Source: an optimization exercise on an open RTL-to-GDS flow (aim: small area). Production flows keep margins and buffers that such runs may drop. RTL that was checked went through simulation tests only; none was proved equivalent to the original. Power and IR drop assume default switching activity. The flow treats the clock pin as an ideal source, which a real chip does not have.

== oak ==
Design fm_voice, start of the top module:
module fm_voice (
	input logic clk37,
	input logic rst,
	input logic cmd_valid,
	input logic [31:0] cmd_data,
	output logic signed [15:0] sample,
	output logic sample_valid,
	output logic cmd_busy
);
export LEC_CHECK = 0
export CAP_MARGIN = 20
export CORE_MARGIN = 2
export CORE_UTILIZATION = 70
export CTS_BUF_LIST = sky130_fd_sc_hd__clkbuf_4
export CTS_CLUSTER_DIAMETER = 30
export CTS_CLUSTER_SIZE = 8
export PLACE_DENSITY = 0.8
export SLEW_MARGIN = 20
create_clock -name core_clock -period 10.0 [get_ports {clk37}]
run.sh (not shown) runs the stock make flow with config.mk's settings and CLKGATE_MAP_FILE= SYNTH_SCRIPT=/design/flow/synth_recipe.tcl, a recipe that flattens the netlist after the stock synthesis.
oak ended with every stage complete and zero timing, DRC or antenna violations.
[inputs] pine vs oak
# oak
export LEC_CHECK = 0
export CAP_MARGIN = 20
export CORE_MARGIN = 2
export CORE_UTILIZATION = 70
export CTS_BUF_LIST = sky130_fd_sc_hd__clkbuf_4
export CTS_CLUSTER_DIAMETER = 30
export CTS_CLUSTER_SIZE = 8
export PLACE_DENSITY = 0.8
export SLEW_MARGIN = 20
create_clock -name core_clock -period 10.0 [get_ports {clk37}]
# pine
export LEC_CHECK = 0
export CAP_MARGIN = 20
export CORE_MARGIN = 2
export CORE_UTILIZATION = 70
export CTS_BUF_LIST = sky130_fd_sc_hd__clkbuf_16
export CTS_CLUSTER_DIAMETER = 60
export CTS_CLUSTER_SIZE = 30
export PLACE_DENSITY = 0.8
export SLEW_MARGIN = 20
create_clock -name core_clock -period 10.0 [get_ports {clk37}]
Findings:
pine: areal power density over the cells 3.6 nW/µm² below oak
Internal power contribution | pine below oak
[pine] first-pass GRT wire length fell about 2.3% relative to oak
Going from oak to pine, cell area after layout shows a reduction of about 1.2%; total via count in the routed design fell by 4.1%; utilization now smaller.
Function was not checked in any run of this note: the RTL went through the layout flow alone.

fm_voice, a different RTL version from the one above (not shown whole).
Size: ~53 I/O pins.
==> flow/config.mk <==
export PLATFORM = sky130hd
export DESIGN_NAME = fm_voice
export DESIGN_NICKNAME = fm_voice
export VERILOG_FILES = /design/flow/design.v
export SDC_FILE = /design/flow/constraint.sdc
export NUM_CORES = 4
export LEC_CHECK = 0
export ABC_AREA = 1
export CAP_MARGIN = 20
export CORE_MARGIN = 2
export CORE_UTILIZATION = 70
export CTS_BUF_LIST = sky130_fd_sc_hd__clkbuf_16
export CTS_CLUSTER_DIAMETER = 60
export CTS_CLUSTER_SIZE = 30
export PLACE_DENSITY = 0.8
export SLEW_MARGIN = 20
==> flow/constraint.sdc <==
create_clock -name core_clock -period 10.0 [get_ports {clk37}]
set_input_delay 2.0000 -clock core_clock [delete_from_list [all_inputs] [get_ports {clk37}]]
set_output_delay 2.0000 -clock core_clock [all_outputs]
set_load 0.01 [all_outputs]
standard.sh (not shown) runs the stock make flow with config.mk's settings and CLKGATE_MAP_FILE= SYNTH_SCRIPT=/design/flow/synth_recipe.tcl, a recipe that flattens the netlist after the stock synthesis.
==> flow/flow/run.sh <==
#!/bin/bash
# The standard layout (standard.sh), except that clock tree synthesis adds
# no dummy loads to balance the tree. The full tool output goes to standard.log
# here and to the ORFS logs under orfs/logs.
set -e
cd "$(dirname "$0")/.."
export BUFFER_PORTS_ARGS="-buffer_cell sky130_fd_sc_hd__buf_1"
export REMOVE_ABC_BUFFERS=1
export CTS_ARGS="-sink_clustering_enable -repair_clock_nets -dont_use_dummy_load -sink_clustering_size 30 -sink_clustering_max_diameter 60 -buf_list sky130_fd_sc_hd__clkbuf_16"
bash standard.sh > standard.log 2>&1
==> next run, changes <==
==> flow/flow/run.sh (replaced) <==
#!/bin/bash
# The standard layout (standard.sh) with two changes: the input and output
# ports are buffered with the smallest buffer (buf_1), and clock tree synthesis
# adds no dummy loads to balance the tree (leaf clusters of up to 28 sinks within 55 um,
# clkbuf_16 only). The full tool output goes to standard.log here and to the
# ORFS logs under orfs/logs.
set -e
cd "$(dirname "$0")/.."
export BUFFER_PORTS_ARGS="-buffer_cell sky130_fd_sc_hd__buf_1"
export CTS_ARGS="-sink_clustering_enable -repair_clock_nets -dont_use_dummy_load -sink_clustering_size 28 -sink_clustering_max_diameter 55 -buf_list sky130_fd_sc_hd__clkbuf_16"
bash standard.sh > standard.log 2>&1
Settings changed: CORE_UTILIZATION 70 to 75, CTS_BUF_LIST sky130_fd_sc_hd__clkbuf_16 to default, CTS_CLUSTER_DIAMETER 60 to default, CTS_CLUSTER_SIZE 30 to default, PLACE_DENSITY 0.8 to 0.85.
Effect: Total power rises slightly; design area is about the same; synthesized cell count stays the same; sequential power hardly moves.
==> next run, changes <==
==> flow/flow/run.sh (replaced) <==
#!/bin/bash
# The standard layout (standard.sh) with two changes: the input and output
# ports are buffered with the smallest buffer (buf_1), and clock tree synthesis
# adds no dummy loads to balance the tree (leaf clusters of up to 30 sinks within 100 um,
# clkbuf_16 only). The full tool output goes to standard.log here and to the
# ORFS logs under orfs/logs.
set -e
cd "$(dirname "$0")/.."
export BUFFER_PORTS_ARGS="-buffer_cell sky130_fd_sc_hd__buf_1"
export CTS_ARGS="-sink_clustering_enable -repair_clock_nets -dont_use_dummy_load -sink_clustering_size 30 -sink_clustering_max_diameter 100 -buf_list sky130_fd_sc_hd__clkbuf_16"
bash standard.sh > standard.log 2>&1
What happened: The changed run passed the timing, design-rule and antenna checks; worst hold slack gets worse by 8.5 ps; via count decreases by about 2.2%; global-route usage fell by 1.6 points; total power is lower by 4.1%; design area goes down by 0.96%; worst setup slack improves by 120 ps; core utilization fell by 0.78 points; non-clock buffer count is higher by 1.
==> next run, changes <==
==> flow/flow/run.sh (replaced) <==
#!/bin/bash
# The standard layout (standard.sh), except that clock tree synthesis adds
# no dummy loads to balance the tree. The full tool output goes to standard.log
# here and to the ORFS logs under orfs/logs.
set -e
cd "$(dirname "$0")/.."
export BUFFER_PORTS_ARGS="-buffer_cell sky130_fd_sc_hd__buf_1"
export CTS_ARGS="-sink_clustering_enable -repair_clock_nets -dont_use_dummy_load -sink_clustering_size 33 -sink_clustering_max_diameter 60 -buf_list sky130_fd_sc_hd__clkbuf_16"
bash standard.sh > standard.log 2>&1
Settings changed: CORE_UTILIZATION 75 to 70, CTS_BUF_LIST from default to sky130_fd_sc_hd__clkbuf_16, CTS_CLUSTER_DIAMETER from default to 60, CTS_CLUSTER_SIZE from default to 30, PLACE_DENSITY 0.85 to 0.8.
After rerunning:
- core utilization goes down by 4.7 points
- critical path depth goes up by 6
- cell count is higher by about 1.8%
- setup slack improved by 120 ps
- via count fell by 3.9%
- sequential share of layout area drops by 0.63 points
- die area goes up by 7.1%
- power rose by about 2.6%

==> afterwards: timing with drivers on the ports <==
How much do the figures lean on ideal ports? The routed layouts below were timed once more, with nothing changed but the port constraints. Step 1 sets driving cells, clkbuf_16 on the clock port and buf_2 on the other inputs (assumed; they add their load-dependent delay and slew). Step 2 times the ports against the registers' clock, not the clock port: input delays grow and output delays shrink by t, the midpoint of the rising clock arrivals with the driver on. Slacks: no drivers / after step 1 / after step 2; pairs: no drivers / after step 1.
| run | t, ns | setup WS [ns] | latest minus earliest clock arrival (ns) | worst data-port slew with drivers (ns) |
|---|---|---|---|---|
| oak | 1.267 | 0.379 / 0.379 / 0.379 | 0.154 / 0.154 | 0.12 |
| pine | 0.807 | 0.417 / 0.417 / 0.417 | 0.035 / 0.034 | 0.13 |
| the first run of note 2 | 0.765 | 0.412 / 0.412 / 0.412 | 0.118 / 0.117 | 0.14 |
| the second run of note 2 | 0.791 | 0.180 / 0.180 / 0.180 | 0.107 / 0.107 | 0.14 |
| the third run of note 2 | 0.758 | 0.301 / 0.301 / 0.301 | 0.099 / 0.099 | 0.13 |
| the fourth run of note 2 | 0.760 | 0.424 / 0.424 / 0.424 | 0.138 / 0.138 | 0.12 |
After both steps every run listed still meets setup and hold.
